From an optimization exercise on the open Yosys and OpenROAD flow, aimed at small area; shortcuts taken in it are not production practice. Function was checked by simulation only, so behaviour that the tests miss may differ from the original.

<file path="config.mk">
export PLATFORM = sky130hd
export DESIGN_NAME = isp_demosaic
export DESIGN_NICKNAME = isp_demosaic
export VERILOG_FILES = /design/flow/design.v
export SDC_FILE = /design/flow/constraint.sdc
export NUM_CORES = 4
export LEC_CHECK = 0
export CAP_MARGIN = 20
export CORE_MARGIN = 2
export CORE_UTILIZATION = 40
export SLEW_MARGIN = 20
</file>
<file path="constraint.sdc">
create_clock -name core_clock -period 8.0 [get_ports {pclk}]
set_input_delay 1.6000 -clock core_clock [delete_from_list [all_inputs] [get_ports {pclk}]]
set_output_delay 1.6000 -clock core_clock [all_outputs]
set_load 0.01 [all_outputs]
</file>
<file path="design.v">
package demosaic_frame_pkg;
    localparam int FRAME_WIDTH      = 16;    
    localparam int FRAME_HEIGHT     = 10;    
    localparam int MIN_HBLANK       = 4;     
    localparam int MIN_VBLANK_LINES = 3;     
    typedef enum logic [1:0] {
        RGGB = 2'd0,
        GRBG = 2'd1,
        GBRG = 2'd2,
        BGGR = 2'd3
    } bayer_pattern_e;
    localparam bayer_pattern_e BAYER_PATTERN = RGGB;
    localparam int WINDOW_LATENCY = 1;   
    localparam int PIPE_LATENCY   = 5;   
    typedef logic [$clog2(FRAME_HEIGHT + 2)-1:0] row_cnt_t;   
    typedef logic [$clog2(FRAME_WIDTH + 2)-1:0]  col_cnt_t;   
    typedef logic [$clog2(FRAME_WIDTH)-1:0]      col_addr_t;  
endpackage
package demosaic_pixel_pkg;
    localparam int PIX_BITS = 8;
    typedef logic [PIX_BITS-1:0]    pix_t;
    typedef logic [PIX_BITS+1:0]    pix_sum_t;    
    typedef logic [4*PIX_BITS-1:0]  quad_pix_t;   
    typedef logic [25*PIX_BITS-1:0] window_t;     
    typedef enum logic [1:0] {
        SITE_R  = 2'd0,
        SITE_GR = 2'd1,    
        SITE_GB = 2'd2,    
        SITE_B  = 2'd3
    } site_e;
    function automatic logic [PIX_BITS-1:0] quad_pix(input quad_pix_t q, input integer k);
        quad_pix = q[k*PIX_BITS +: PIX_BITS];
    endfunction
    function automatic logic [PIX_BITS-1:0] avg2(input pix_t a, input pix_t b);
        pix_sum_t s;
        s = pix_sum_t'(a) + pix_sum_t'(b);
        avg2 = s[PIX_BITS:1];               
    endfunction
    function automatic logic [PIX_BITS-1:0] avg4(input quad_pix_t q);
        pix_sum_t s;
        s = pix_sum_t'(quad_pix(q, 0)) + pix_sum_t'(quad_pix(q, 1))
          + pix_sum_t'(quad_pix(q, 2)) + pix_sum_t'(quad_pix(q, 3));
        avg4 = s[PIX_BITS+1:2];             
    endfunction
endpackage
`timescale 1ns/1ps
module isp_demosaic (
    input  logic pclk,
    input  logic rst_n,
    input  logic in_vsync,
    input  logic in_href,
    input  demosaic_pixel_pkg::pix_t in_raw,
    output logic out_href,
    output logic out_vsync,
    output demosaic_pixel_pkg::pix_t out_r,
    output demosaic_pixel_pkg::pix_t out_g,
    output demosaic_pixel_pkg::pix_t out_b
);
localparam int D  = 4;     
localparam int SR = 52;    
localparam int GF = 9;     
function automatic logic [7:0] ginterp(input logic [7:0] l, input logic [7:0] r,
                                       input logic [7:0] u, input logic [7:0] d);
    logic [8:0] sh, sv, eh, ev, x, y;
    logic [7:0] dh, dv;
    logic [9:0] s4;
    logic       lt, gt;
    sh = {1'b0, l} + {1'b0, r};
    sv = {1'b0, u} + {1'b0, d};
    eh = {1'b0, l} - {1'b0, r};
    ev = {1'b0, u} - {1'b0, d};
    dh = eh[8] ? -eh[7:0] : eh[7:0];
    dv = ev[8] ? -ev[7:0] : ev[7:0];
    lt = dh < dv;
    gt = dv < dh;
    x  = gt ? sv : sh;             
    y  = lt ? sh : sv;
    s4 = {1'b0, x} + {1'b0, y};
    ginterp = s4[9:2];
endfunction
function automatic logic [7:0] clamp_diff(input logic [9:0] plus, input logic [7:0] minus);
    logic [9:0] d;
    d = plus - {2'b0, minus};
    if (plus < {2'b0, minus})
        clamp_diff = '0;
    else
        clamp_diff = (|d[9:8]) ? 8'hff : d[7:0];
endfunction
logic [7:0] raw_d [1:D];
logic [D:1] hr_d;
logic [5:1] vs_d;
always_ff @(posedge pclk) begin
    raw_d[1] <= in_raw;
    for (int k = 2; k <= D; k++)
        raw_d[k] <= raw_d[k-1];
    hr_d <= {hr_d[D-1:1], in_href};
end
always_ff @(posedge pclk or negedge rst_n) begin
    if (!rst_n) begin
        vs_d      <= '0;
        out_vsync <= 1'b0;
    end else begin
        vs_d      <= {vs_d[4:1], in_vsync};
        out_vsync <= vs_d[5];
    end
end
logic       vsi, hri;
logic [7:0] rawi;
assign vsi  = vs_d[D];
assign hri  = hr_d[D];
assign rawi = raw_d[D];
logic       active;
logic [3:0] row_cnt;     
logic [4:0] col_cnt;     
logic       flush_row, line_end, slot, shift;
assign flush_row = row_cnt[3] & row_cnt[1];           
assign line_end  = col_cnt[4] & col_cnt[0];           
assign slot      = active & (hri | col_cnt[4] | flush_row);
assign shift     = slot & ~col_cnt[4];
always_ff @(posedge pclk or negedge rst_n) begin
    if (!rst_n) begin
        active  <= 1'b0;
        row_cnt <= '0;
        col_cnt <= '0;
    end else if (vsi) begin
        active  <= 1'b1;
        row_cnt <= '0;
        col_cnt <= '0;
    end else if (slot) begin
        if (line_end) begin
            col_cnt <= '0;
            if (row_cnt == 4'd11) begin
                row_cnt <= '0;
                active  <= 1'b0;
            end else
                row_cnt <= row_cnt + 1'b1;
        end else
            col_cnt <= col_cnt + 1'b1;
    end
end
logic [7:0] sr [1:SR];
logic [7:0] tap [0:SR];
always_ff @(posedge pclk) begin
    if (shift) begin
        sr[1] <= rawi;
        for (int k = 2; k <= SR; k++)
            sr[k] <= sr[k-1];
    end
end
always_comb begin
    tap[0] = rawi;
    for (int k = 1; k <= SR; k++)
        tap[k] = sr[k];
end
logic       mcol;         
logic [7:0] g_in [4];
logic [7:0] g_new, g_top;
logic [7:0] gf [1:GF];    
logic       gf_shift;
logic [8:0] v0, v1, v2, v3;   
assign mcol = row_cnt[0] ^ col_cnt[0];
always_comb begin
    if (mcol) begin       
        g_in[0] = tap[34]; g_in[1] = tap[32]; g_in[2] = tap[49]; g_in[3] = tap[17];
    end else begin        
        g_in[0] = tap[18]; g_in[1] = tap[16]; g_in[2] = tap[33]; g_in[3] = tap[1];
    end
    g_new = ginterp(g_in[0], g_in[1], g_in[2], g_in[3]);
    g_top = gf[GF];
    v0    = mcol ? {1'b0, g_new} : {1'b0, g_new} + {1'b0, g_top};
end
assign gf_shift = (shift & mcol) | (slot & col_cnt[4] & ~col_cnt[0] & row_cnt[0]);
always_ff @(posedge pclk) begin
    if (gf_shift) begin
        gf[1] <= g_new;
        for (int k = 2; k <= GF; k++)
            gf[k] <= gf[k-1];
    end
end
always_ff @(posedge pclk) begin
    v1 <= v0;
    v2 <= v1;
    v3 <= v2;
end
logic       valid, border;
logic [1:0] site;         
logic       valid1, border1;
logic [1:0] site1;
logic [7:0] rawc1;
assign valid  = slot & (row_cnt >= 4'd2) & (col_cnt >= 5'd2);
assign border = (row_cnt < 4'd4) | flush_row | (col_cnt < 5'd4) | col_cnt[4];
assign site   = {row_cnt[0], col_cnt[0]};
always_ff @(posedge pclk or negedge rst_n) begin
    if (!rst_n)
        valid1 <= 1'b0;
    else
        valid1 <= valid;
end
always_ff @(posedge pclk) begin
    border1 <= border;
    site1   <= site;
    rawc1   <= line_end ? tap[33] : tap[34];    
end
logic       cgreen;
logic [7:0] g_c, c1_avg, c2_avg, m1, m2;
logic [9:0] w, p1, p2;
logic [7:0] ch1, ch2;
assign cgreen = site1[0] ^ site1[1];
always_comb begin
    logic [9:0] s4;
    logic [8:0] s2, s2v;
    w   = {1'b0, v1} + {1'b0, v3};
    s2  = {1'b0, tap[36]} + {1'b0, tap[34]};                                       
    s4  = {2'b0, tap[52]} + {2'b0, tap[50]} + {2'b0, tap[20]} + {2'b0, tap[18]};   
    s2v = {1'b0, tap[51]} + {1'b0, tap[19]};                                       
    if (cgreen) begin
        g_c    = rawc1;
        c1_avg = s2[8:1];
        m1     = w[8:1];
    end else begin
        g_c    = v2[7:0];
        c1_avg = s4[9:2];
        m1     = w[9:2];
    end
    c2_avg = s2v[8:1];
    m2     = v2[8:1];
    p1     = {2'b0, g_c} + {2'b0, c1_avg};
    p2     = {2'b0, rawc1} + {2'b0, c2_avg};
    ch1    = clamp_diff(p1, m1);
    ch2    = clamp_diff(p2, m2);
end
always_ff @(posedge pclk or negedge rst_n) begin
    if (!rst_n) begin
        out_href <= 1'b0;
        out_r    <= '0;
        out_g    <= '0;
        out_b    <= '0;
    end else begin
        out_href <= valid1;
        if (!valid1) begin
            out_r <= '0;
            out_g <= '0;
            out_b <= '0;
        end else if (border1) begin
            out_r <= rawc1;
            out_g <= rawc1;
            out_b <= rawc1;
        end else begin
            case (site1)
                2'd0: begin out_r <= rawc1; out_g <= g_c;   out_b <= ch1;   end
                2'd1: begin out_r <= ch1;   out_g <= rawc1; out_b <= ch2;   end
                2'd2: begin out_r <= ch2;   out_g <= rawc1; out_b <= ch1;   end
                default: begin out_r <= ch1; out_g <= g_c;  out_b <= rawc1; end
            endcase
        end
    end
end
endmodule
</file>
<file path="run.sh">
#!/bin/bash
# synth_recipe.tcl (not shown) runs the flow's synth.tcl, then flattens the netlist and writes it again
# the make line also repeats each setting of config.mk as NAME=value (left out here)
make -C /OpenROAD-flow-scripts/flow DESIGN_CONFIG=/design/flow/config.mk WORK_HOME=/design/flow/orfs CLKGATE_MAP_FILE= SYNTH_SCRIPT=/design/flow/synth_recipe.tcl finish
</file>
==> reports/metrics.cfg, run 1 <==
[worst_hold_path]
min_path_type = register to register
hold_depth = 0
hp-start = raw_d[1][0]$_DFF_P_

[cts]
h-tree-depth = 2
numCtsBuffers = 60
clockBufferDepth = 3
cts_tree = built
postCtsHoldBufs = 0
clock_sinks = 604
clk_pin_slew_ns = 0.06
cts_root_buffer = clkbuf_16
clock_latency_ns = 0.63

[placed_design]
dpl_cell_area_um2 = 25800
dp_hpwl_mm = 31.0
gp_congestion = 0.913
portBuffers = 37
dp_slack_ns = 0.198
dp_cells = 2457

[die]
core_um2 = 60200
rows = 90
die_w_um = 251
start_util_pct = 40.4
die_area_um2 = 62900
io-pin-count = 38
die_y_um = 251

[final_layout]
antennaDiodeCount = 0
fillers = 5152
seqCellArea_um2 = 17200
multi_input_area_um2 = 6680
drive_above_1_share_pct = 9.36
syn2layout_area_growth_pct = 14.8
fin_cells = 2577
nNetsFinal = 1912
design_area_um2 = 28000

[outcome]
status = complete, no violations

[logic_synthesis]
synth_commonest_cells = 488 x edfxtp_1, 130 x ha_1, 127 x inv_1
syn-num-nets = 1813
synth_area_leader_cell = edfxtp_1
ys_top_cells_by_area = edfxtp_1 60%, ha_1 6.7%, dfxtp_1 6.1%
synthFlopType = edfxtp_1
yosys.cell_count.top_type = edfxtp_1
ys.warnings.count = 6
yosysSeqAreaShare_pct = 70.5
syn-cell-area_um2 = 24400
synth.avg_cell_area_um2 = 14.8
synth-seq-cells = 604
async_reset_ff_share_pct = 6.95
synth.distinct_cells = 64
synth_edf_count = 488
synth_top_area_share_pct = 60.1
syn_inst = 1645

[routing]
drtIter0Drc = 972
detail-route-antenna-nets = 0
vias_per_cell = 5.04
wire_per_inst_um = 17.6
firstDrtPassIters = 5
drc = 0
wl_mm = 45.4
num_vias = 13000

[sta]
tightest_slew_ns = 1.15
hold_viol_final = 0
finalSetupViolCount = 0
setup-tns-final_ns = 0
maxSlewHeadroom_pct = 23.1
setup_ws_ns = 0.264
slew_viol_final = 0
min_period_ns = 7.74
fin_skew_ns = 0.0290
fin_crit_sh_pct = 96.7
clock.fmax_mhz = 129

[worst_setup_path]
reg2reg_to = v1[7]$_DFF_P_
reg2reg_slack_ns = 0.26
criticalPathCategory = register to register
path_max_fanout = 9
endpoint = v1[7]$_DFF_P_
slowest_stage = dfrtp_2
startpoint = row_cnt[0]$_DFFE_PN0P_
regToRegStartpoint = row_cnt[0]$_DFFE_PN0P_
arrival_ns = 8.22
r2r_cells = 32
cp-end-kind = register
start_kind = register
cpPeakStageDelay_ns = 0.50
critPathMostFrequentCell = ha_1
required_ns = 8.48

[global_routing]
grt_usage_pct = 14.4
grt_pass1_wl_mm = 70.9
overflow = 0
grt_max_degree = 213
grt_pass1_vias = 12800
antenna_found_initial = 0

[run]
max_cap_viol_count = 0

==> cells in the final DEF (no fill, tap or decap), types with 20 or more instances in the layout <==
master / synthesis / final
xnor2_1: 60 / 58
o21ai_0: 75 / 75
nand2_1: 122 / 122
a21o_1: 25 / 25
edfxtp_1: 488 / 488
inv_1: 127 / 127
fa_1: 26 / 26
dfrtp_1: 42 / 40
nor2b_1: 20 / 20
ha_1: 130 / 130
clkbuf_16: 0 / 60
nor2_1: 91 / 89
xor2_1: 21 / 20
mux2_2: 25 / 25
clkdlybuf4s50_1: 0 / 36
a21oi_1: 74 / 73
dfxtp_1: 74 / 74
==> repair_timing <==
action                     4_1_cts  5_1_grt
setup endpoints to repair        0        3
gates resized for setup          0        9
buffers inserted                 0        7
==> metrics by stage <==
stage | hold WS [ns] | utilization (%)
CTS | 0.327 | 46.2
floorplan | 0.310 | -
global route | 0.328 | 46.4
global placement | 0.310 | 42.8
finish | 0.325 | 46.4
detailed placement | 0.313 | 42.8
==> cell type report <==
class | instances | area share, %
clock buffers | 77 | 5.74
clock inverters | 36 | 1.63
inverters | 129 | 1.73
multi-input cells | 889 | 23.9
flip-flops and latches | 604 | 61.4
well taps | 782 | 3.50
repair buffers | 60 | 2.08
==> cells by family (layout without fill, tap and decap cells) <==
kind of cell	Yosys count	in the layout	synth area share [%]
DFF	604	604	70.5
muxes	34	34	1.53
and+or+nand+nor	315	315	5.82
xor gates and xnor gates	82	82	3.00
AOI/OAI and AO/OA	302	302	7.96
buffers and inverters	152	302	2.34
adders and majority gates	156	156	8.81
==> flip-flops by register name, indices dropped and copies added, names as in the netlist, 9 cells and up <==
| signal | flops |
|---|---|
| sr | 416 |
| gf | 72 |
| raw_d | 32 |
| v1 | 9 |
| v2 | 9 |
| v3 | 9 |
==> worst max-delay path: cells and delay by family, from the launching register on <==
family,cells,cell delay [ns]
AO/OA/AOI/OAI,13,2.52
adder cells (fa/ha/maj),5,1.60
AND/OR/NAND/NOR,6,1.56
buffers and inverters,4,0.58
flip-flops,1,0.50
XOR/XNOR,3,0.46
multiplexers,1,0.35
==> how the worst min path moves through the flow <==
stage                     endpoint  slack, ns
2_1_floorplan      hr_d[2]$_DFF_P_       0.31
6_report       raw_d[2][0]$_DFF_P_       0.32
3_5_place_dp       hr_d[3]$_DFF_P_       0.31
5_1_grt        raw_d[2][0]$_DFF_P_       0.33
4_1_cts        raw_d[2][0]$_DFF_P_       0.33
3_3_place_gp   raw_d[3][3]$_DFF_P_       0.31
==> routing by layer <==
metal | track usage (%) | vias up | wire length [µm] | part of all wire [%]
met5 | 0 | - | 0 | 0
met4 | 4.41 | 0 | 969 | 2.1
met3 | 2.33 | 63 | 1810 | 4.0
met2 | 22.9 | 250 | 21000 | 46
met1 | 20.5 | 6464 | 21600 | 48
li1 | - | 6204 | - | -
==> inputs of run 2 (changes only) <==
--- a/design.v
+++ b/design.v
@@ -58,5 +58,5 @@
 );
 localparam int D  = 4;     
-localparam int SR = 52;    
+localparam int SR = 48;    
 localparam int GF = 9;     
 function automatic logic [7:0] ginterp(input logic [7:0] l, input logic [7:0] r,
@@ -79,11 +79,8 @@
     ginterp = s4[9:2];
 endfunction
-function automatic logic [7:0] clamp_diff(input logic [9:0] plus, input logic [7:0] minus);
+function automatic logic [7:0] clamp_diff(input logic [7:0] g, input logic [7:0] c, input logic [7:0] m);
     logic [9:0] d;
-    d = plus - {2'b0, minus};
-    if (plus < {2'b0, minus})
-        clamp_diff = '0;
-    else
-        clamp_diff = (|d[9:8]) ? 8'hff : d[7:0];
+    d = {2'b0, g} + {2'b0, c} - {2'b0, m};
+    clamp_diff = d[9] ? 8'h00 : d[8] ? 8'hff : d[7:0];
 endfunction
 logic [7:0] raw_d [1:D];
@@ -118,4 +115,5 @@
 assign slot      = active & (hri | col_cnt[4] | flush_row);
 assign shift     = slot & ~col_cnt[4];
+logic       mcol;        
 always_ff @(posedge pclk or negedge rst_n) begin
     if (!rst_n) begin
@@ -123,9 +121,12 @@
         row_cnt <= '0;
         col_cnt <= '0;
+        mcol    <= 1'b0;
     end else if (vsi) begin
         active  <= 1'b1;
         row_cnt <= '0;
         col_cnt <= '0;
+        mcol    <= 1'b0;
     end else if (slot) begin
+        mcol <= mcol ^ ~line_end;
         if (line_end) begin
             col_cnt <= '0;
@@ -153,5 +154,10 @@
         tap[k] = sr[k];
 end
-logic       mcol;         
+logic [7:0] up [1:4];
+always_ff @(posedge pclk) begin
+    up[1] <= tap[48];
+    for (int k = 2; k <= 4; k++)
+        up[k] <= up[k-1];
+end
 logic [7:0] g_in [4];
 logic [7:0] g_new, g_top;
@@ -159,8 +165,7 @@
 logic       gf_shift;
 logic [8:0] v0, v1, v2, v3;   
-assign mcol = row_cnt[0] ^ col_cnt[0];
 always_comb begin
     if (mcol) begin       
-        g_in[0] = tap[34]; g_in[1] = tap[32]; g_in[2] = tap[49]; g_in[3] = tap[17];
+        g_in[0] = tap[34]; g_in[1] = tap[32]; g_in[2] = up[1];   g_in[3] = tap[17];
     end else begin        
         g_in[0] = tap[18]; g_in[1] = tap[16]; g_in[2] = tap[33]; g_in[3] = tap[1];
@@ -204,5 +209,5 @@
 logic       cgreen;
 logic [7:0] g_c, c1_avg, c2_avg, m1, m2;
-logic [9:0] w, p1, p2;
+logic [9:0] w;
 logic [7:0] ch1, ch2;
 assign cgreen = site1[0] ^ site1[1];
@@ -212,6 +217,6 @@
     w   = {1'b0, v1} + {1'b0, v3};
     s2  = {1'b0, tap[36]} + {1'b0, tap[34]};                                       
-    s4  = {2'b0, tap[52]} + {2'b0, tap[50]} + {2'b0, tap[20]} + {2'b0, tap[18]};   
-    s2v = {1'b0, tap[51]} + {1'b0, tap[19]};                                       
+    s4  = {2'b0, up[4]} + {2'b0, up[2]} + {2'b0, tap[20]} + {2'b0, tap[18]};       
+    s2v = {1'b0, up[3]} + {1'b0, tap[19]};                                         
     if (cgreen) begin
         g_c    = rawc1;
@@ -225,8 +230,6 @@
     c2_avg = s2v[8:1];
     m2     = v2[8:1];
-    p1     = {2'b0, g_c} + {2'b0, c1_avg};
-    p2     = {2'b0, rawc1} + {2'b0, c2_avg};
-    ch1    = clamp_diff(p1, m1);
-    ch2    = clamp_diff(p2, m2);
+    ch1    = clamp_diff(g_c, c1_avg, m1);
+    ch2    = clamp_diff(rawc1, c2_avg, m2);
 end
 always_ff @(posedge pclk or negedge rst_n) begin
==> run 2 against run 1 <==
Register-to-register slack gained 0.20 ns; via count shrank 10%; largest cell class unchanged.
==> reports/metrics.cfg, run 2 <==
[outcome]
status = complete, no violations

[final_layout]
fillers = 5046  ; -2.1%
nNetsFinal = 1739  ; -9.0%
fin_cells = 2396  ; -7.0%
top_regs = sr: 384 flops, gf: 72 flops
largest_reg_flops = 384  ; -7.7%
final_common_cell = edfxtp_1
antennaDiodeCount = 0  ; unchanged
syn2layout_area_growth_pct = 14.2
drive_above_1_share_pct = 9.67  ; +0.31 points
registers.top_by_ff_count = sr
layout_common_cells = 456 x edfxtp_1, 114 x ha_1, 106 x dfxtp_1

[worst_hold_path]
min_path_type = register to register

[die]
core_um2 = 58700  ; -2.6%
die_w_um = 247  ; -1.5%
start_util_pct = 40.2  ; -0.21 points
die_area_um2 = 61000  ; -3.1%
rows = 89  ; -1.1%
die_y_um = 247  ; -1.5%
io-pin-count = 38  ; unchanged

[routing]
drt-met1-wl_mm = 20.4  ; -5.8%
highest_layer = met4
drc = 0  ; unchanged
wl_met3_mm = 1.62  ; -10%
detail-route-antenna-nets = 0  ; unchanged
route.met2.wl_mm = 18.5  ; -12%
vias_per_cell = 4.85  ; -3.6%
firstDrtPassIters = 5  ; unchanged
drtIter0Drc = 764  ; -21%
wl_mm = 41.6  ; -8.4%
wire_per_inst_um = 17.3  ; -1.5%
num_vias = 11600  ; -10%

[global_routing]
antenna_found_initial = 2  ; +2
grt_pass1_vias = 11600  ; -8.9%
grt_max_degree = 201  ; -5.6%
grt_usage_pct = 13.8  ; -0.59 points
overflow = 0  ; unchanged
grt_pass1_wl_mm = 64.9  ; -8.5%

[placed_design]
gp_congestion = 0.855  ; -6.4%
dp_hpwl_mm = 27.9  ; -10%
dp_cells = 2279  ; -7.2%
portBuffers = 37  ; unchanged

[sta]
setup-tns-final_ns = 0  ; unchanged
finalSetupViolCount = 0  ; unchanged
slew_viol_final = 0  ; unchanged
maxSlewHeadroom_pct = 23.1  ; +0.056 points
min_period_ns = 7.53  ; -0.203 ns
fin_skew_ns = 0.0187  ; -0.0103 ns
hold_viol_final = 0  ; unchanged
clock.fmax_mhz = 133  ; +2.7%
fin_crit_sh_pct = 94.2  ; -2.5 points
tightest_slew_ns = 1.15  ; -0.000834 ns

[logic_synthesis]
syn-cell-area_um2 = 23600  ; -3.1%
ys.warnings.count = 7  ; +1
synth.distinct_cells = 61  ; -4.7%
yosys.cell_count.top_type = edfxtp_1
synth_commonest_cells = 456 x edfxtp_1, 114 x ha_1, 106 x dfxtp_1
async_reset_ff_share_pct = 7.11  ; +0.15 points
syn_inst = 1487  ; -9.6%
ys_top_cells_by_area = edfxtp_1 58%, dfxtp_1 9.0%, ha_1 6.0%
synthFlopType = edfxtp_1
syn-num-nets = 1653  ; -8.8%
synth-seq-cells = 605  ; +0.17%
yosysSeqAreaShare_pct = 71.5  ; +1.0 points
synth.avg_cell_area_um2 = 15.9  ; +7.2%
synth_edf_count = 456  ; -6.6%
synth_top_area_share_pct = 58.0  ; -2.1 points
synth_area_leader_cell = edfxtp_1

[worst_setup_path]
slowest_stage = dfrtp_2
cpPeakStageDelay_ns = 0.45  ; -0.05 ns
path_max_fanout = 6  ; -3
required_ns = 8.50  ; +0.02 ns
criticalPathCategory = register to register
arrival_ns = 8.04  ; -0.18 ns
cp-end-kind = register
start_kind = register

[cts]
clock_latency_ns = 0.63  ; about the same
clock_sinks = 605  ; +0.17%
clockBufferDepth = 3  ; unchanged
h-tree-depth = 2  ; unchanged
numCtsBuffers = 60  ; unchanged
cts_root_buffer = clkbuf_16
clk_pin_slew_ns = 0.06  ; about the same
postCtsHoldBufs = 0  ; unchanged
cts_tree = built

[run]
max_cap_viol_count = 0  ; unchanged

[run 2: path summary, 6_finish.rpt]
path	startpoint	to	slack, ns	cells after the start
worst max-delay path	mcol$_DFFE_PN0P_	v1[6]$_DFF_P_	0.47	29
worst min-delay path	hr_d[2]$_DFF_P_	hr_d[3]$_DFF_P_	0.32	0
worst max register to register	mcol$_DFFE_PN0P_	v1[6]$_DFF_P_	0.47	29
worst min register to register	hr_d[2]$_DFF_P_	hr_d[3]$_DFF_P_	0.32	0
max in group asynchronous	rst_n	mcol$_DFFE_PN0P_	6.60	1
min in group asynchronous	rst_n	out_b[1]$_DFF_PN0_	0.98	1
[run 2: kinds of logic after synthesis]
family / share of synthesized area [%]
mux: 3.18
flops: 71.5
fa+ha+maj: 9.48
simple gates: 4.10
compound gates: 6.94
xor+xnor: 2.96
buf+inv: 1.79
[run 2: worst max-delay path: cells and delay by family, from the launching register on]
family | cells | cell delay (ns)
muxes | 3 | 1.03
xor gates and xnor gates | 3 | 0.48
AOI/OAI and AO/OA | 13 | 2.97
DFF | 1 | 0.45
buffers and inverters | 1 | 0.10
adders and majority gates | 4 | 1.34
and+or+nand+nor | 5 | 1.05
[run 2: metal layers]
metal | global-route usage [%] | vias to the layer above
met5 | 0 | -
met4 | 4.38 | 0
met3 | 3.08 | 74
met2 | 21.3 | 172
met1 | 19.5 | 5766
li1 | - | 5619
[run 2: what timing repair did]
action                                  in CTS  in global routing
endpoints found under the setup margin       0                  5
gates resized for setup                      0                  9
hold endpoints to repair                     0                  0
setup buffers                                0                  5
[run 2: layout make-up]
type / count / area (µm²) / area share [%]
Multi-Input combinational cell: 772 / 6360 / 23.6
Clock buffer: 84 / 1690 / 6.28
Inverter: 83 / 312 / 1.16
Clock inverter: 28 / 220 / 0.817
Timing Repair Buffer: 51 / 508 / 1.88
Sequential cell: 605 / 16900 / 62.7
Tap cell: 773 / 967 / 3.59
[run 2: stage by stage]
step	hold WS [ns]	instance area, µm²	util (%)	setup WS (ns)
2_1_floorplan	0.310	23600	-	0.445
3_3_place_gp	0.311	25000	42.5	0.340
3_5_place_dp	0.312	25000	42.5	0.170
4_1_cts	0.325	26900	45.8	0.132
5_1_grt	0.332	27000	45.9	-0.00450
6_report	0.319	27000	45.9	0.467
==> inputs of run 3 (changes only) <==
--- a/config.mk
+++ b/config.mk
@@ -9,3 +9,4 @@
 export CORE_MARGIN = 2
 export CORE_UTILIZATION = 40
+export CTS_BUF_LIST = sky130_fd_sc_hd__clkbuf_8
 export SLEW_MARGIN = 20
==> run 3 against run 2 <==
Still clean; maximum frequency increased by 0.39%; sequential share of layout area rose by 0.29 points; non-clock buffer count decreased by 3; count of clock-buffer cells in the layout rose by 25; sequential cell count unchanged; utilization fell by 0.21 points; final cell count increased by 2.6%; largest cell class unchanged.
==> reports/metrics.cfg, run 3 <==
[logic_synthesis]
synth_top_area_share_pct = 58.0  ; unchanged
ys.warnings.count = 7  ; unchanged
synth_compound_area_share_pct = 6.94  ; unchanged
async_reset_ff_share_pct = 7.11  ; unchanged
synth_area_leader_cell = edfxtp_1
syn-num-nets = 1653  ; unchanged
synth_xor_area_share_pct = 2.96  ; unchanged
synthMuxAreaShare_pct = 3.18  ; unchanged
syn_inst = 1487  ; unchanged
synth_commonest_cells = 456 x edfxtp_1, 114 x ha_1, 106 x dfxtp_1
yosys.area_share.simple_pct = 4.10  ; unchanged
yosys.cell_count.top_type = edfxtp_1
syn-cell-area_um2 = 23600  ; unchanged
synthAdderAreaFrac_pct = 9.48  ; unchanged
synth_edf_count = 456  ; unchanged
ys_top_cells_by_area = edfxtp_1 58%, dfxtp_1 9.0%, ha_1 6.0%
yosysSeqAreaShare_pct = 71.5  ; unchanged
synthFlopType = edfxtp_1
synth_top_family_by_area = adder cells
synth.distinct_cells = 61  ; unchanged
synth.avg_cell_area_um2 = 15.9  ; unchanged
synth-seq-cells = 605  ; unchanged

[routing]
vias_per_cell = 4.82  ; -0.70%
detail-route-antenna-nets = 0  ; unchanged
firstDrtPassIters = 5  ; unchanged
drc = 0  ; unchanged
wire_per_inst_um = 17.0  ; -1.9%
wl_mm = 41.8  ; +0.62%
num_vias = 11800  ; +1.9%
drtIter0Drc = 735  ; -3.8%

[cts]
clockBufferDepth = 3  ; unchanged
clock_latency_ns = 0.68  ; +0.05 ns
cts_tree = built
numCtsBuffers = 96  ; +60%
postCtsHoldBufs = 0  ; unchanged
clock_sinks = 605  ; unchanged
clk_pin_slew_ns = 0.06  ; about the same
h-tree-depth = 3  ; +1
cts_root_buffer = clkbuf_8

[worst_setup_path]
r2r_cells = 32  ; +10%
start_kind = register
slowest_stage = dfrtp_2
arrival_ns = 8.06  ; +0.02 ns
reg2reg_to = v1[7]$_DFF_P_
cp-end-kind = register
regToRegStartpoint = mcol$_DFFE_PN0P_
required_ns = 8.56  ; +0.06 ns
criticalPathCategory = register to register
cpPeakStageDelay_ns = 0.50  ; +0.05 ns
endpoint = v1[7]$_DFF_P_
startpoint = mcol$_DFFE_PN0P_
path_max_fanout = 10  ; +4
reg2reg_slack_ns = 0.50  ; +0.03 ns
critPathMostFrequentCell = a21o_1

[die]
rows = 89  ; unchanged
die_area_um2 = 61000  ; unchanged
core_um2 = 58700  ; unchanged
die_y_um = 247  ; unchanged
start_util_pct = 40.2  ; unchanged
io-pin-count = 38  ; unchanged
die_w_um = 247  ; unchanged

[final_layout]
final_common_cell = edfxtp_1
layout_common_cells = 456 x edfxtp_1, 124 x inv_1, 114 x ha_1
final_core_util_pct = 45.7  ; -0.21 points
antennaDiodeCount = 0  ; unchanged
largest_reg_flops = 384  ; unchanged
top_regs = sr: 384 flops, gf: 72 flops
nNetsFinal = 1772  ; +1.9%
syn2layout_area_growth_pct = 13.6
fin_cells = 2458  ; +2.6%
drive_above_1_share_pct = 11.2  ; +1.5 points
registers.top_by_ff_count = sr

[placed_design]
portBuffers = 37  ; unchanged
dp_hpwl_mm = 27.9  ; unchanged
gp_congestion = 0.855  ; unchanged
dp_cells = 2279  ; unchanged

[worst_hold_path]
min_path_type = register to register
hold_depth = 0  ; unchanged

[global_routing]
grt_usage_pct = 14.1  ; +0.29 points
grt_pass1_vias = 11900  ; +2.5%
grt_pass1_wl_mm = 65.8  ; +1.4%
overflow = 0  ; unchanged
grt_max_degree = 201  ; unchanged
antenna_found_initial = 2  ; unchanged

[sta]
fin_skew_ns = 0.0208  ; +0.00215 ns
slew_viol_final = 0  ; unchanged
maxSlewHeadroom_pct = 25.0  ; +1.8 points
finalSetupViolCount = 0  ; unchanged
min_period_ns = 7.50  ; -0.0291 ns
hold_viol_final = 0  ; unchanged
setup-tns-final_ns = 0  ; unchanged
clock.fmax_mhz = 133  ; +0.39%
tightest_slew_ns = 1.13  ; -0.0277 ns
fin_crit_sh_pct = 93.8  ; -0.36 points

[run]
max_cap_viol_count = 0  ; unchanged

[outcome]
status = complete, no violations

## run 3: cell counts after synthesis
Identical to the previous run, type by type.
## run 3: through the flow
step,hold slack (ns),cell area (µm²),setup WS [ns]
4_1_cts,0.321,26800,0.135
3_5_place_dp,0.312,25000,0.170
6_report,0.318,26800,0.496
5_1_grt,0.323,26800,-0.0399
2_1_floorplan,0.310,23600,0.445
3_3_place_gp,0.311,25000,0.340
## run 3: routing by layer
layer | track usage, % | vias up | routed length, µm
li1 | - | 5718 | -
met1 | 19.6 | 5832 | 20100
met2 | 21.3 | 210 | 18800
met3 | 3.57 | 89 | 1680
met4 | 5.55 | 0 | 1180
met5 | 0 | - | 0
## run 3: critical path, delay by kind of cell, from the launching register on
kind,cells,cell delay (ns)
xor gates and xnor gates,4,0.63
buffers and inverters,3,0.42
and+or+nand+nor,1,0.35
adders and majority gates,4,1.14
AOI/OAI and AO/OA,17,3.35
DFF,1,0.50
muxes,3,1.02
## run 3: cell type report
cell class | instances | area (µm²)
tap | 773 | 967
fill | 5104 | 31900
timing repair buffer | 48 | 488
multi-input combinational | 772 | 6340
clock buffer | 109 | 1500
inverter | 83 | 312
sequential | 605 | 16900
clock inverter | 68 | 330
## run 3: worst min-delay path by stage
| stage | startpoint | end | slack (ns) |
|---|---|---|---|
| final | raw_d[3][1]$_DFF_P_ | raw_d[4][1]$_DFF_P_ | 0.32 |
| after global routing | raw_d[3][1]$_DFF_P_ | raw_d[4][1]$_DFF_P_ | 0.32 |
| after CTS | raw_d[3][1]$_DFF_P_ | raw_d[4][1]$_DFF_P_ | 0.32 |
| after detailed placement | raw_d[3][4]$_DFF_P_ | raw_d[4][4]$_DFF_P_ | 0.31 |
| after global placement | raw_d[2][3]$_DFF_P_ | raw_d[3][3]$_DFF_P_ | 0.31 |
| after floorplan | hr_d[1]$_DFF_P_ | hr_d[2]$_DFF_P_ | 0.31 |
## run 3: cells by family (layout without fill, tap and decap cells)
kind of cell	count (synthesis)	count (layout)
muxes	71	71
xor gates and xnor gates	79	79
and+or+nand+nor	205	205
AOI/OAI and AO/OA	262	262
adders and majority gates	155	155
DFF	605	605
buffers and inverters	110	308
## run 3: what timing repair did
item / in CTS / in global routing
resized for setup: 0 / 7
buffers inserted: 0 / 2
endpoints found under the setup margin: 0 / 5
==> inputs of run 4 (changes only) <==
--- a/config.mk
+++ b/config.mk
@@ -9,4 +9,4 @@
 export CORE_MARGIN = 2
 export CORE_UTILIZATION = 40
-export CTS_BUF_LIST = sky130_fd_sc_hd__clkbuf_8
+export CTS_BUF_LIST = sky130_fd_sc_hd__clkbuf_4
 export SLEW_MARGIN = 20
==> run 4 against run 3 <==
Synthesized cell count unchanged; die area unchanged; count of clock-buffer cells in the layout increased by 123; maximum frequency decreased by 0.65%; synthesized area unchanged; non-clock buffer count increased by 3; critical path type unchanged; largest cell class unchanged.
==> reports/metrics.cfg, run 4 <==
[final_layout]
seqCellArea_um2 = 16900  ; unchanged
fin_cells = 2566  ; +4.4%
top_regs = sr: 384 flops, gf: 72 flops
multi_input_area_um2 = 6370  ; +0.49%
largest_reg_flops = 384  ; unchanged
nNetsFinal = 1831  ; +3.3%
syn2layout_area_growth_pct = 14.9
final_core_util_pct = 46.2  ; +0.49 points
registers.top_by_ff_count = sr
layout_common_cells = 456 x edfxtp_1, 232 x clkbuf_4, 114 x ha_1
fillers = 5138  ; +0.67%
drive_above_1_share_pct = 18.0  ; +6.9 points
final_common_cell = edfxtp_1

[cts]
clk_pin_slew_ns = 0.09  ; +0.03 ns
cts_root_buffer = clkbuf_4
clock_latency_ns = 0.97  ; +0.29 ns
postCtsHoldBufs = 0  ; unchanged
h-tree-depth = 4  ; +1
clockBufferDepth = 3  ; unchanged
clock_sinks = 605  ; unchanged
cts_tree = built
numCtsBuffers = 152  ; +58%

[routing]
highest_layer = met4
drt-met1-wl_mm = 20.4  ; +1.3%
wl_met3_mm = 1.82  ; +8.0%
num_vias = 12300  ; +3.9%
detail-route-antenna-nets = 0  ; unchanged
wl_mm = 42.4  ; +1.3%
drc = 0  ; unchanged
firstDrtPassIters = 5  ; unchanged
route.met2.wl_mm = 19.0  ; +0.78%
drtIter0Drc = 763  ; +3.8%
vias_per_cell = 4.80  ; -0.51%
wire_per_inst_um = 16.5  ; -3.0%

[logic_synthesis]
syn-cell-area_um2 = 23600  ; unchanged
synthFlopType = edfxtp_1
synth.avg_cell_area_um2 = 15.9  ; unchanged
async_reset_ff_share_pct = 7.11  ; unchanged
synth_top_area_share_pct = 58.0  ; unchanged
synth_area_leader_cell = edfxtp_1
ys_top_cells_by_area = edfxtp_1 58%, dfxtp_1 9.0%, ha_1 6.0%
synth.distinct_cells = 61  ; unchanged
syn_inst = 1487  ; unchanged
synth_commonest_cells = 456 x edfxtp_1, 114 x ha_1, 106 x dfxtp_1
ys.warnings.count = 7  ; unchanged
syn-num-nets = 1653  ; unchanged
yosysSeqAreaShare_pct = 71.5  ; unchanged
synth_edf_count = 456  ; unchanged
synth-seq-cells = 605  ; unchanged
yosys.cell_count.top_type = edfxtp_1

[placed_design]
portBuffers = 37  ; unchanged
gp_congestion = 0.855  ; unchanged
dp_hpwl_mm = 27.9  ; unchanged
dp_cells = 2279  ; unchanged

[die]
core_um2 = 58700  ; unchanged
rows = 89  ; unchanged
io-pin-count = 38  ; unchanged
die_y_um = 247  ; unchanged
start_util_pct = 40.2  ; unchanged
die_w_um = 247  ; unchanged
die_area_um2 = 61000  ; unchanged

[run]
max_cap_viol_count = 0  ; unchanged

[outcome]
status = complete, no violations

[worst_setup_path]
slowest_stage = dfrtp_2
required_ns = 8.81  ; +0.25 ns
path_max_fanout = 6  ; -4
cp-end-kind = register
arrival_ns = 8.36  ; +0.30 ns
criticalPathCategory = register to register
start_kind = register
cpPeakStageDelay_ns = 0.45  ; -0.05 ns

[global_routing]
antenna_found_initial = 3  ; +1
grt_max_degree = 201  ; unchanged
grt_pass1_vias = 12400  ; +4.3%
grt_pass1_wl_mm = 66.6  ; +1.3%
overflow = 0  ; unchanged
grt_usage_pct = 14.4  ; +0.31 points

[sta]
fin_crit_sh_pct = 94.4  ; +0.62 points
slew_viol_final = 0  ; unchanged
fin_skew_ns = 0.0587  ; +0.0379 ns
finalSetupViolCount = 0  ; unchanged
hold_viol_final = 0  ; unchanged
clock.fmax_mhz = 132  ; -0.65%
min_period_ns = 7.55  ; +0.0493 ns
maxSlewHeadroom_pct = 24.6  ; -0.38 points
tightest_slew_ns = 1.13  ; +0.00575 ns

[worst_hold_path]
min_path_type = register to register

-- run 4: cell counts after synthesis --
Identical to the previous run, type by type.
-- run 4: cell type report --
cell class	count	area share, %
Inverter	83	1.15
Multi-Input combinational cell	772	23.5
Sequential cell	605	62.3
Tap cell	773	3.57
Timing Repair Buffer	51	1.87
Antenna cell	7	0.0646
Clock buffer	232	6.42
Clock inverter	43	1.14
-- run 4: critical path, delay by kind of cell (launching register included) --
| family | cells | cell delay [ns] |
|---|---|---|
| adders and majority gates | 4 | 1.16 |
| DFF | 1 | 0.45 |
| AOI/OAI and AO/OA | 16 | 3.22 |
| xor gates and xnor gates | 3 | 0.51 |
| and+or+nand+nor | 4 | 1.00 |
| muxes | 3 | 1.03 |
-- run 4: final timing paths --
path / start / end / slack [ns] / cells after the start
worst max-delay path: mcol$_DFFE_PN0P_ / v1[7]$_DFF_P_ / 0.45 / 30
worst min-delay path: raw_d[3][7]$_DFF_P_ / raw_d[4][7]$_DFF_P_ / 0.32 / 0
worst max register to register: mcol$_DFFE_PN0P_ / v1[7]$_DFF_P_ / 0.45 / 30
worst min register to register: raw_d[3][7]$_DFF_P_ / raw_d[4][7]$_DFF_P_ / 0.32 / 0
max in group asynchronous: rst_n / valid1$_DFF_PN0_ / 6.92 / 1
min in group asynchronous: rst_n / mcol$_DFFE_PN0P_ / 0.62 / 1
-- run 4: cell families after synthesis --
logic type      Yosys count  synth area share, %
buf+inv                 110                 1.79
mux                      71                 3.18
fa+ha+maj               155                 9.48
xor+xnor                 79                 2.96
flops                   605                 71.5
compound gates          262                 6.94
simple gates            205                 4.10
-- run 4: through the flow --
step / setup TNS [ns] / setup WS [ns] / instance area [µm²] / hold slack [ns]
2_1_floorplan: 0 / 0.445 / 23600 / 0.310
3_3_place_gp: 0 / 0.340 / 25000 / 0.311
3_5_place_dp: 0 / 0.170 / 25000 / 0.312
4_1_cts: 0 / 0.0676 / 27000 / 0.316
5_1_grt: -0.0398 / -0.0398 / 27100 / 0.318
6_report: 0 / 0.447 / 27100 / 0.317
-- run 4: routing by layer --
metal,track usage (%),up-vias
li1,-,5935
met1,19.2,6036
met2,21.5,252
met3,4.12,84
met4,7.35,0
met5,0,-
-- run 4: repair_timing --
action                                  CTS  global route
endpoints found under the setup margin    0             5
setup buffers                             0             5
resized for setup                         0            13
==> inputs of run 5 (changes only) <==
--- a/config.mk
+++ b/config.mk
@@ -9,4 +9,6 @@
 export CORE_MARGIN = 2
 export CORE_UTILIZATION = 40
-export CTS_BUF_LIST = sky130_fd_sc_hd__clkbuf_4
+export CTS_BUF_LIST = sky130_fd_sc_hd__clkbuf_16
+export CTS_CLUSTER_DIAMETER = 100
+export CTS_CLUSTER_SIZE = 30
 export SLEW_MARGIN = 20
==> run 5 against run 4 <==
Register-to-register slack gained 0.07 ns; clock skew shrank 0.028 ns; final cell count shrank 9.2%; die area is the same; first-iteration DRC count grew 14%; non-clock buffer count is the same; via count shrank 7.3%; critical path type unchanged; largest cell class unchanged.
==> reports/metrics.cfg, run 5 <==
[worst_setup_path]
critPathBufInv = 0  ; unchanged
reg2reg_slack_ns = 0.52  ; +0.07 ns
slowest_stage = edfxtp_1
criticalPathCategory = register to register
r2r_cells = 30  ; unchanged
worst-path-stages = 30  ; unchanged
cpPeakStageDelay_ns = 0.50  ; +0.05 ns
required_ns = 8.48  ; -0.33 ns
start_kind = register
crit_family = compound AO/OA/AOI/OAI gates
path_max_fanout = 6  ; unchanged
arrival_ns = 7.96  ; -0.40 ns
cp-end-kind = register
regToRegStartpoint = sr[18][2]$_DFFE_PP_
reg2reg_to = v1[7]$_DFF_P_
endpoint = v1[7]$_DFF_P_
startpoint = sr[18][2]$_DFFE_PP_

[cts]
clockBufferDepth = 3  ; unchanged
numCtsBuffers = 25  ; -84%
cts_root_buffer = clkbuf_16
clock_sinks = 605  ; unchanged
clock_latency_ns = 0.60  ; -0.37 ns
cts_tree = built
h-tree-depth = 1  ; -3
clk_pin_slew_ns = 0.11  ; +0.02 ns
postCtsHoldBufs = 0  ; unchanged

[die]
die_w_um = 247  ; unchanged
die_y_um = 247  ; unchanged
rows = 89  ; unchanged
die_area_um2 = 61000  ; unchanged
core_um2 = 58700  ; unchanged
io-pin-count = 38  ; unchanged
start_util_pct = 40.2  ; unchanged

[routing]
highest_layer = met4
vias_per_cell = 4.90  ; +2.1%
route.met2.wl_mm = 18.3  ; -3.8%
drt-met1-wl_mm = 19.8  ; -3.0%
wl_mm = 40.2  ; -5.2%
drc = 0  ; unchanged
wire_per_inst_um = 17.2  ; +4.4%
num_vias = 11400  ; -7.3%
drtIter0Drc = 869  ; +14%
detail-route-antenna-nets = 0  ; unchanged
wl_met3_mm = 1.23  ; -32%
firstDrtPassIters = 5  ; unchanged

[placed_design]
dp_cells = 2279  ; unchanged
dp_hpwl_mm = 27.9  ; unchanged
gp_congestion = 0.855  ; unchanged
portBuffers = 37  ; unchanged

[worst_hold_path]
hold_depth = 0  ; unchanged
min_path_type = register to register

[final_layout]
top_regs = sr: 384 flops, gf: 72 flops
largest_reg_flops = 384  ; unchanged
layout_common_cells = 456 x edfxtp_1, 114 x ha_1, 106 x dfxtp_1
fin_cells = 2330  ; -9.2%
final_core_util_pct = 44.0  ; -2.2 points
antennaDiodeCount = 0  ; -7
registers.top_by_ff_count = sr
final_common_cell = edfxtp_1
fillers = 5139  ; +0.019%
nNetsFinal = 1704  ; -6.9%
syn2layout_area_growth_pct = 9.44
drive_above_1_share_pct = 6.49  ; -12 points

[global_routing]
overflow = 0  ; unchanged
grt_pass1_vias = 11300  ; -9.5%
antenna_found_initial = 1  ; -2
grt_max_degree = 201  ; unchanged
grt_pass1_wl_mm = 63.0  ; -5.5%
grt_usage_pct = 13.2  ; -1.2 points

[logic_synthesis]
synthAdderAreaFrac_pct = 9.48  ; unchanged
yosysSeqAreaShare_pct = 71.5  ; unchanged
yosys.cell_count.top_type = edfxtp_1
async_reset_ff_share_pct = 7.11  ; unchanged
syn-num-nets = 1653  ; unchanged
syn-cell-area_um2 = 23600  ; unchanged
ys.warnings.count = 7  ; unchanged
synthFlopType = edfxtp_1
synth_edf_count = 456  ; unchanged
syn_inst = 1487  ; unchanged
synth_top_family_by_area = adder cells
synthMuxAreaShare_pct = 3.18  ; unchanged
synth_compound_area_share_pct = 6.94  ; unchanged
synth_commonest_cells = 456 x edfxtp_1, 114 x ha_1, 106 x dfxtp_1
synth_area_leader_cell = edfxtp_1
synth_top_area_share_pct = 58.0  ; unchanged
synth-seq-cells = 605  ; unchanged
synth_xor_area_share_pct = 2.96  ; unchanged
synth.distinct_cells = 61  ; unchanged
ys_top_cells_by_area = edfxtp_1 58%, dfxtp_1 9.0%, ha_1 6.0%
yosys.area_share.simple_pct = 4.10  ; unchanged
synth.avg_cell_area_um2 = 15.9  ; unchanged

[sta]
finalSetupViolCount = 0  ; unchanged
tightest_slew_ns = 1.16  ; +0.0279 ns
slew_viol_final = 0  ; unchanged
setup-tns-final_ns = 0  ; unchanged
clock.fmax_mhz = 134  ; +0.95%
whs_ns = 0.327  ; +0.0104 ns
maxSlewHeadroom_pct = 22.7  ; -1.9 points
min_period_ns = 7.48  ; -0.0710 ns
fin_crit_sh_pct = 93.5  ; -0.89 points
hold_viol_final = 0  ; unchanged
fin_skew_ns = 0.0311  ; -0.0276 ns

[outcome]
status = complete, no violations

[run]
max_cap_viol_count = 0  ; unchanged

[run 5: cell counts after synthesis]
No cell type changed its count.
[run 5: what timing repair did]
item                                    in CTS  in global routing
endpoints found under the setup margin       0                  5
resized for setup                            0                  9
buffers inserted                             0                  5
[run 5: cells by family after synthesis]
logic type | after synthesis
AOI/OAI and AO/OA | 262
adders and majority gates | 155
buffers and inverters | 110
muxes | 71
xor gates and xnor gates | 79
DFF | 605
and+or+nand+nor | 205
[run 5: layer usage]
| metal | global-route usage (%) | vias up |
|---|---|---|
| met2 | 21.0 | 129 |
| met5 | 0 | - |
| met3 | 1.95 | 49 |
| met4 | 3.21 | 0 |
| met1 | 19.2 | 5714 |
| li1 | - | 5517 |
[run 5: metrics by stage]
stage / setup WS, ns / cell area (µm²)
finish: 0.518 / 25800
global route: -0.0204 / 25800
CTS: 0.148 / 25800
detailed placement: 0.170 / 25000
global placement: 0.340 / 25000
floorplan: 0.445 / 23600
[run 5: how the worst min path moves through the flow]
stage / from / end / slack, ns
floorplan: hr_d[1]$_DFF_P_ / hr_d[2]$_DFF_P_ / 0.31
global placement: raw_d[2][3]$_DFF_P_ / raw_d[3][3]$_DFF_P_ / 0.31
detailed placement: raw_d[3][4]$_DFF_P_ / raw_d[4][4]$_DFF_P_ / 0.31
CTS: raw_d[1][5]$_DFF_P_ / raw_d[2][5]$_DFF_P_ / 0.33
global route: raw_d[1][5]$_DFF_P_ / raw_d[2][5]$_DFF_P_ / 0.33
finish: raw_d[1][5]$_DFF_P_ / raw_d[2][5]$_DFF_P_ / 0.33
[run 5: area by class of cell]
cell class | count | area [µm²] | share of cell area (%)
Clock buffer | 26 | 651 | 2.52
Clock inverter | 20 | 153 | 0.591
Inverter | 83 | 312 | 1.21
Multi-Input combinational cell | 772 | 6350 | 24.6
Sequential cell | 605 | 16900 | 65.4
Tap cell | 773 | 967 | 3.74
Timing Repair Buffer | 51 | 508 | 1.97
==> inputs of run 6 (changes only) <==
--- a/config.mk
+++ b/config.mk
@@ -8,5 +8,5 @@
 export CAP_MARGIN = 20
 export CORE_MARGIN = 2
-export CORE_UTILIZATION = 40
+export CORE_UTILIZATION = 70
 export CTS_BUF_LIST = sky130_fd_sc_hd__clkbuf_16
 export CTS_CLUSTER_DIAMETER = 100
==> run 6 against run 5 <==
Still clean; register-to-register slack worse by 0.12 ns; count of clock-buffer cells in the layout fell by 2; worst setup slack got worse by 0.12 ns; sequential cell count unchanged; synthesized cell count is the same; critical path type unchanged; largest cell class unchanged; highest routed layer unchanged.
==> reports/metrics.cfg, run 6 <==
[cts]
numCtsBuffers = 24  ; -4.0%
clk_pin_slew_ns = 0.11  ; about the same
clock_sinks = 605  ; unchanged
cts_tree = built
cts_root_buffer = clkbuf_16
h-tree-depth = 1  ; unchanged
postCtsHoldBufs = 0  ; unchanged
clock_latency_ns = 0.60  ; about the same
clockBufferDepth = 3  ; unchanged

[logic_synthesis]
yosysSeqAreaShare_pct = 71.5  ; unchanged
synth.distinct_cells = 61  ; unchanged
synth_commonest_cells = 456 x edfxtp_1, 114 x ha_1, 106 x dfxtp_1
ys.warnings.count = 7  ; unchanged
synth-seq-cells = 605  ; unchanged
async_reset_ff_share_pct = 7.11  ; unchanged
synthFlopType = edfxtp_1
yosys.cell_count.top_type = edfxtp_1
syn_inst = 1487  ; unchanged
synth.avg_cell_area_um2 = 15.9  ; unchanged
synth_edf_count = 456  ; unchanged
syn-num-nets = 1653  ; unchanged
synth_area_leader_cell = edfxtp_1
synth_top_area_share_pct = 58.0  ; unchanged
syn-cell-area_um2 = 23600  ; unchanged
ys_top_cells_by_area = edfxtp_1 58%, dfxtp_1 9.0%, ha_1 6.0%

[global_routing]
grt_max_degree = 210  ; +4.5%
grt_usage_pct = 25.0  ; +12 points
overflow = 0  ; unchanged
grt_pass1_vias = 11900  ; +5.3%
grt_pass1_wl_mm = 67.1  ; +6.5%
antenna_found_initial = 2  ; +1

[die]
die_w_um = 188  ; -24%
core_um2 = 33400  ; -43%
rows = 67  ; -25%
start_util_pct = 70.8  ; +31 points
io-pin-count = 38  ; unchanged
die_area_um2 = 35200  ; -42%
die_y_um = 188  ; -24%

[worst_setup_path]
arrival_ns = 8.07  ; +0.11 ns
critPathBufInv = 1  ; +1
required_ns = 8.48  ; about the same
criticalPathCategory = register to register
slowest_stage = dfrtp_4
path_max_fanout = 8  ; +2
cp-end-kind = register
crit_family = compound AO/OA/AOI/OAI gates
critPathMostFrequentCell = ha_1
worst-path-stages = 31  ; +3.3%
cpPeakStageDelay_ns = 0.56  ; +0.06 ns
start_kind = register
r2r_cells = 31  ; +3.3%

[placed_design]
dp_slack_ns = 0.136  ; -0.0339 ns
portBuffers = 37  ; unchanged
dp_cells = 1960  ; -14%
gp_congestion = 0.869  ; +1.6%
dp_hpwl_mm = 29.0  ; +4.0%

[final_layout]
nNetsFinal = 1714  ; +0.59%
drive_above_1_share_pct = 6.77  ; +0.28 points
largest_reg_flops = 384  ; unchanged
final_common_cell = edfxtp_1
top_regs = sr: 384 flops, gf: 72 flops
layout_common_cells = 456 x edfxtp_1, 114 x ha_1, 106 x dfxtp_1
seqCellArea_um2 = 16900  ; about the same
fin_cells = 2015  ; -14%
fillers = 1973  ; -62%
syn2layout_area_growth_pct = 7.68
registers.top_by_ff_count = sr
multi_input_area_um2 = 6350  ; unchanged

[sta]
maxSlewHeadroom_pct = 31.9  ; +9.2 points
finalSetupViolCount = 0  ; unchanged
min_period_ns = 7.60  ; +0.115 ns
hold_viol_final = 0  ; unchanged
clock.fmax_mhz = 132  ; -1.5%
tightest_slew_ns = 1.02  ; -0.137 ns
fin_crit_sh_pct = 95.0  ; +1.4 points
fin_skew_ns = 0.0343  ; +0.00323 ns
setup_ws_ns = 0.402  ; -0.115 ns
slew_viol_final = 0  ; unchanged

[routing]
wire_per_inst_um = 21.5  ; +25%
wl_mm = 43.3  ; +7.7%
detail-route-antenna-nets = 0  ; unchanged
drc = 0  ; unchanged
vias_per_cell = 5.87  ; +20%
drtIter0Drc = 1052  ; +21%
firstDrtPassIters = 5  ; unchanged
num_vias = 11800  ; +3.7%

[worst_hold_path]
min_path_type = register to register
hold_depth = 0  ; unchanged

[run]
max_cap_viol_count = 0  ; unchanged

[outcome]
status = complete, no violations

-- run 6: cell counts after synthesis --
Identical to the previous run, type by type.
-- run 6: cell families after synthesis --
kind of cell	Yosys count	share of synthesized area, %
buf+inv	110	1.79
mux	71	3.18
flops	605	71.5
compound gates	262	6.94
fa+ha+maj	155	9.48
simple gates	205	4.10
xor+xnor	79	2.96
-- run 6: area by class of cell --
type / count / share of cell area (%)
flip-flops and latches: 605 / 66.5
multi-input cells: 772 / 25.0
clock buffers: 24 / 2.36
inverters: 83 / 1.23
well taps: 448 / 2.21
repair buffers: 62 / 2.27
clock inverters: 20 / 0.468
diodes: 1 / 0.00984
-- run 6: worst paths after layout --
| path | startpoint | endpoint | slack, ns |
|---|---|---|---|
| max | mcol$_DFFE_PN0P_ | v1[7]$_DFF_P_ | 0.40 |
| min | raw_d[2][0]$_DFF_P_ | raw_d[3][0]$_DFF_P_ | 0.33 |
| max reg2reg | mcol$_DFFE_PN0P_ | v1[7]$_DFF_P_ | 0.40 |
| min reg2reg | raw_d[2][0]$_DFF_P_ | raw_d[3][0]$_DFF_P_ | 0.33 |
| max in group asynchronous | rst_n | row_cnt[3]$_DFFE_PN0P_ | 6.62 |
| min in group asynchronous | rst_n | mcol$_DFFE_PN0P_ | 0.89 |
-- run 6: metrics by stage --
stage | hold slack (ns) | cell area [µm²] | util, % | setup TNS (ns)
global placement | 0.310 | 24600 | 73.6 | 0
finish | 0.326 | 25400 | 76.2 | 0
floorplan | 0.310 | 23600 | - | 0
detailed placement | 0.312 | 24600 | 73.6 | 0
CTS | 0.332 | 25300 | 75.8 | 0
global route | 0.322 | 25400 | 76.2 | -0.0346
-- run 6: timing repair --
| item | 4_1_cts | 5_1_grt |
|---|---|---|
| setup buffers | 0 | 9 |
| setup endpoints to repair | 0 | 5 |
| resized for setup | 0 | 9 |
-- run 6: per-layer routing --
layer	vias up	wire (µm)	share of wire [%]	global-route usage [%]
met4	0	846	2.0	4.48
met5	-	0	0	0
met1	5923	18900	44	35.6
met3	51	1890	4.4	2.36
met2	310	21600	50	43.3
li1	5546	-	-	-
==> inputs of run 7 (changes only) <==
--- a/config.mk
+++ b/config.mk
@@ -8,7 +8,7 @@
 export CAP_MARGIN = 20
 export CORE_MARGIN = 2
-export CORE_UTILIZATION = 70
-export CTS_BUF_LIST = sky130_fd_sc_hd__clkbuf_16
-export CTS_CLUSTER_DIAMETER = 100
-export CTS_CLUSTER_SIZE = 30
+export CORE_UTILIZATION = 40
+export CTS_BUF_LIST = sky130_fd_sc_hd__clkbuf_8
+export CTS_CLUSTER_DIAMETER = 80
+export CTS_CLUSTER_SIZE = 18
 export SLEW_MARGIN = 20
==> run 7 against run 6 <==
Clock skew increased by 0.011 ns; worst hold slack improved by 0.0027 ns; highest routed layer unchanged.
==> reports/metrics.cfg, run 7 <==
[cts]
cts_root_buffer = clkbuf_8
clock_latency_ns = 0.65  ; +0.05 ns
clk_pin_slew_ns = 0.12  ; about the same
clock_sinks = 605  ; unchanged
h-tree-depth = 2  ; +1
clockBufferDepth = 3  ; unchanged
cts_tree = built
numCtsBuffers = 41  ; +71%

[final_layout]
final_common_cell = edfxtp_1
fin_cells = 2357  ; +17%
seqCellArea_um2 = 16900  ; about the same
nNetsFinal = 1717  ; +0.18%
drive_above_1_share_pct = 7.26  ; +0.49 points
multi_input_area_um2 = 6340  ; -0.24%
syn2layout_area_growth_pct = 9.18
antennaDiodeCount = 0  ; -1
top_regs = sr: 384 flops, gf: 72 flops
fillers = 5159  ; +160%
registers.top_by_ff_count = sr
layout_common_cells = 456 x edfxtp_1, 114 x ha_1, 108 x inv_1
largest_reg_flops = 384  ; unchanged

[sta]
whs_ns = 0.329  ; +0.00272 ns
hold_viol_final = 0  ; unchanged
rsz0062_at_grt = false
clock.fmax_mhz = 134  ; +2.1%
fin_skew_ns = 0.0449  ; +0.0105 ns
maxSlewHeadroom_pct = 22.8  ; -9.1 points
setup-tns-final_ns = 0  ; unchanged
tightest_slew_ns = 1.16  ; +0.136 ns
fin_crit_sh_pct = 93.0  ; -2.0 points
min_period_ns = 7.44  ; -0.158 ns
finalSetupViolCount = 0  ; unchanged
slew_viol_final = 0  ; unchanged

[routing]
drtIter0Drc = 846  ; -20%
firstDrtPassIters = 7  ; +2
wire_per_inst_um = 17.3  ; -19%
drc = 0  ; unchanged
wl_mm = 40.9  ; -5.5%
num_vias = 11500  ; -2.7%
vias_per_cell = 4.88  ; -17%
detail-route-antenna-nets = 0  ; unchanged

[worst_setup_path]
cpPeakStageDelay_ns = 0.52  ; -0.04 ns
slowest_stage = dfrtp_2
arrival_ns = 7.98  ; -0.09 ns
start_kind = register
critPathBufInv = 0  ; -1
cp-end-kind = register
required_ns = 8.54  ; +0.06 ns
path_max_fanout = 10  ; +2
criticalPathCategory = register to register
crit_family = compound AO/OA/AOI/OAI gates

[die]
die_w_um = 247  ; +32%
io-pin-count = 38  ; unchanged
die_y_um = 247  ; +32%
die_area_um2 = 61000  ; +73%
rows = 89  ; +33%
start_util_pct = 40.2  ; -31 points
core_um2 = 58700  ; +76%

[logic_synthesis]
synth_area_leader_cell = edfxtp_1
synthFlopType = edfxtp_1
synth_edf_count = 456  ; unchanged
yosys.cell_count.top_type = edfxtp_1
synth_top_area_share_pct = 58.0  ; unchanged
yosysSeqAreaShare_pct = 71.5  ; unchanged
ys_top_cells_by_area = edfxtp_1 58%, dfxtp_1 9.0%, ha_1 6.0%
synth.avg_cell_area_um2 = 15.9  ; unchanged
synth-seq-cells = 605  ; unchanged
syn-cell-area_um2 = 23600  ; unchanged
syn-num-nets = 1653  ; unchanged
syn_inst = 1487  ; unchanged
synth.distinct_cells = 61  ; unchanged
async_reset_ff_share_pct = 7.11  ; unchanged
synth_commonest_cells = 456 x edfxtp_1, 114 x ha_1, 106 x dfxtp_1
ys.warnings.count = 7  ; unchanged

[global_routing]
overflow = 0  ; unchanged
grt_usage_pct = 13.6  ; -11 points
antenna_found_initial = 2  ; unchanged
grt_pass1_wl_mm = 64.1  ; -4.5%
grt_max_degree = 201  ; -4.3%
grt_pass1_vias = 11400  ; -3.7%

[placed_design]
dp_cells = 2279  ; +16%
portBuffers = 37  ; unchanged
dp_hpwl_mm = 27.9  ; -3.9%
gp_congestion = 0.855  ; -1.6%

[worst_hold_path]
min_path_type = register to register

[outcome]
status = complete, no violations

[run]
max_cap_viol_count = 0  ; unchanged

==> run 7: worst register-to-register path: cells and delay by family, from the launching register on <==
family	cells	cell delay (ns)
AO/OA/AOI/OAI	16	3.19
XOR/XNOR	3	0.51
adder cells (fa/ha/maj)	4	1.16
flip-flops	1	0.52
multiplexers	3	1.05
AND/OR/NAND/NOR	4	0.94
==> run 7: final cells by class <==
class / count / area share (%)
Clock buffer: 42 / 2.24
Clock inverter: 34 / 0.772
Inverter: 83 / 1.21
Multi-Input combinational cell: 772 / 24.6
Sequential cell: 605 / 65.5
Tap cell: 773 / 3.75
Timing Repair Buffer: 48 / 1.89
==> run 7: final timing paths <==
| path | startpoint | slack [ns] | cells past startpoint | end |
|---|---|---|---|---|
| worst max-delay path | mcol$_DFFE_PN0P_ | 0.56 | 30 | v1[7]$_DFF_P_ |
| worst min-delay path | hr_d[2]$_DFF_P_ | 0.33 | 0 | hr_d[3]$_DFF_P_ |
| worst max register to register | mcol$_DFFE_PN0P_ | 0.56 | 30 | v1[7]$_DFF_P_ |
| worst min register to register | hr_d[2]$_DFF_P_ | 0.33 | 0 | hr_d[3]$_DFF_P_ |
| max in group asynchronous | rst_n | 6.61 | 1 | mcol$_DFFE_PN0P_ |
| min in group asynchronous | rst_n | 0.95 | 1 | col_cnt[0]$_DFFE_PN0P_ |
==> run 7: logic make-up after synthesis <==
group | count (synthesis) | share of synthesized area, %
DFF | 605 | 71.5
AOI/OAI and AO/OA | 262 | 6.94
and+or+nand+nor | 205 | 4.10
adders and majority gates | 155 | 9.48
buffers and inverters | 110 | 1.79
xor gates and xnor gates | 79 | 2.96
muxes | 71 | 3.18
==> run 7: stage by stage <==
stage / utilization [%] / instance area [µm²] / setup WS, ns
2_1_floorplan: - / 23600 / 0.445
3_3_place_gp: 42.5 / 25000 / 0.340
3_5_place_dp: 42.5 / 25000 / 0.170
4_1_cts: 43.8 / 25700 / 0.178
5_1_grt: 43.9 / 25800 / 0.0127
6_report: 43.9 / 25800 / 0.561
==> run 7: what timing repair did <==
| action | in CTS | in global routing |
|---|---|---|
| hold buffers | 0 | 0 |
| gates resized for setup | 0 | 7 |
| endpoints found under the setup margin | 0 | 5 |
| setup buffers | 0 | 2 |
==> run 7: per-layer routing <==
layer  routed length (µm)  part of all wire (%)  GRT usage (%)  vias to the layer above
met5                    0                     0              0                        -
met3                 1240                   3.0           2.15                       45
met4                  714                   1.7           3.84                        0
li1                     -                     -              -                     5555
met2                18700                    46           21.5                      154
met1                20200                    49           19.5                     5752

==> port drivers added, routing unchanged <==
The results above use ideal ports. As a check the final layouts listed here were re-extracted and re-timed, cells and wires unchanged. Step 1 sets driving cells, clkbuf_16 on the clock port and buf_2 on the other inputs (assumed; they add their load-dependent delay and slew). Step 2 moves the port delays by t, midway between the first and last clock arrival at a register: inputs arrive t later, outputs are due t later. That takes back most of the time a late clock gives input paths. Slacks: ideal / step 1 / step 2; pairs: ideal / step 1.
| run | shift t [ns] | slack for setup (ns) | hold WS [ns] |
|---|---|---|---|
| run 1 | 0.669 | 0.264 / 0.264 / 0.264 | 0.325 / 0.325 / 0.325 |
| run 2 | 0.675 | 0.467 / 0.467 / 0.467 | 0.319 / 0.319 / 0.319 |
| run 3 | 0.724 | 0.496 / 0.496 / 0.496 | 0.318 / 0.318 / 0.318 |
| run 4 | 0.993 | 0.447 / 0.447 / 0.447 | 0.317 / 0.317 / 0.317 |
| run 5 | 0.639 | 0.518 / 0.518 / 0.518 | 0.327 / 0.327 / 0.327 |
| run 6 | 0.637 | 0.402 / 0.402 / 0.402 | 0.326 / 0.326 / 0.326 |
| run 7 | 0.683 | 0.561 / 0.561 / 0.561 | 0.329 / 0.329 / 0.329 |
After both steps every run listed still meets setup and hold.
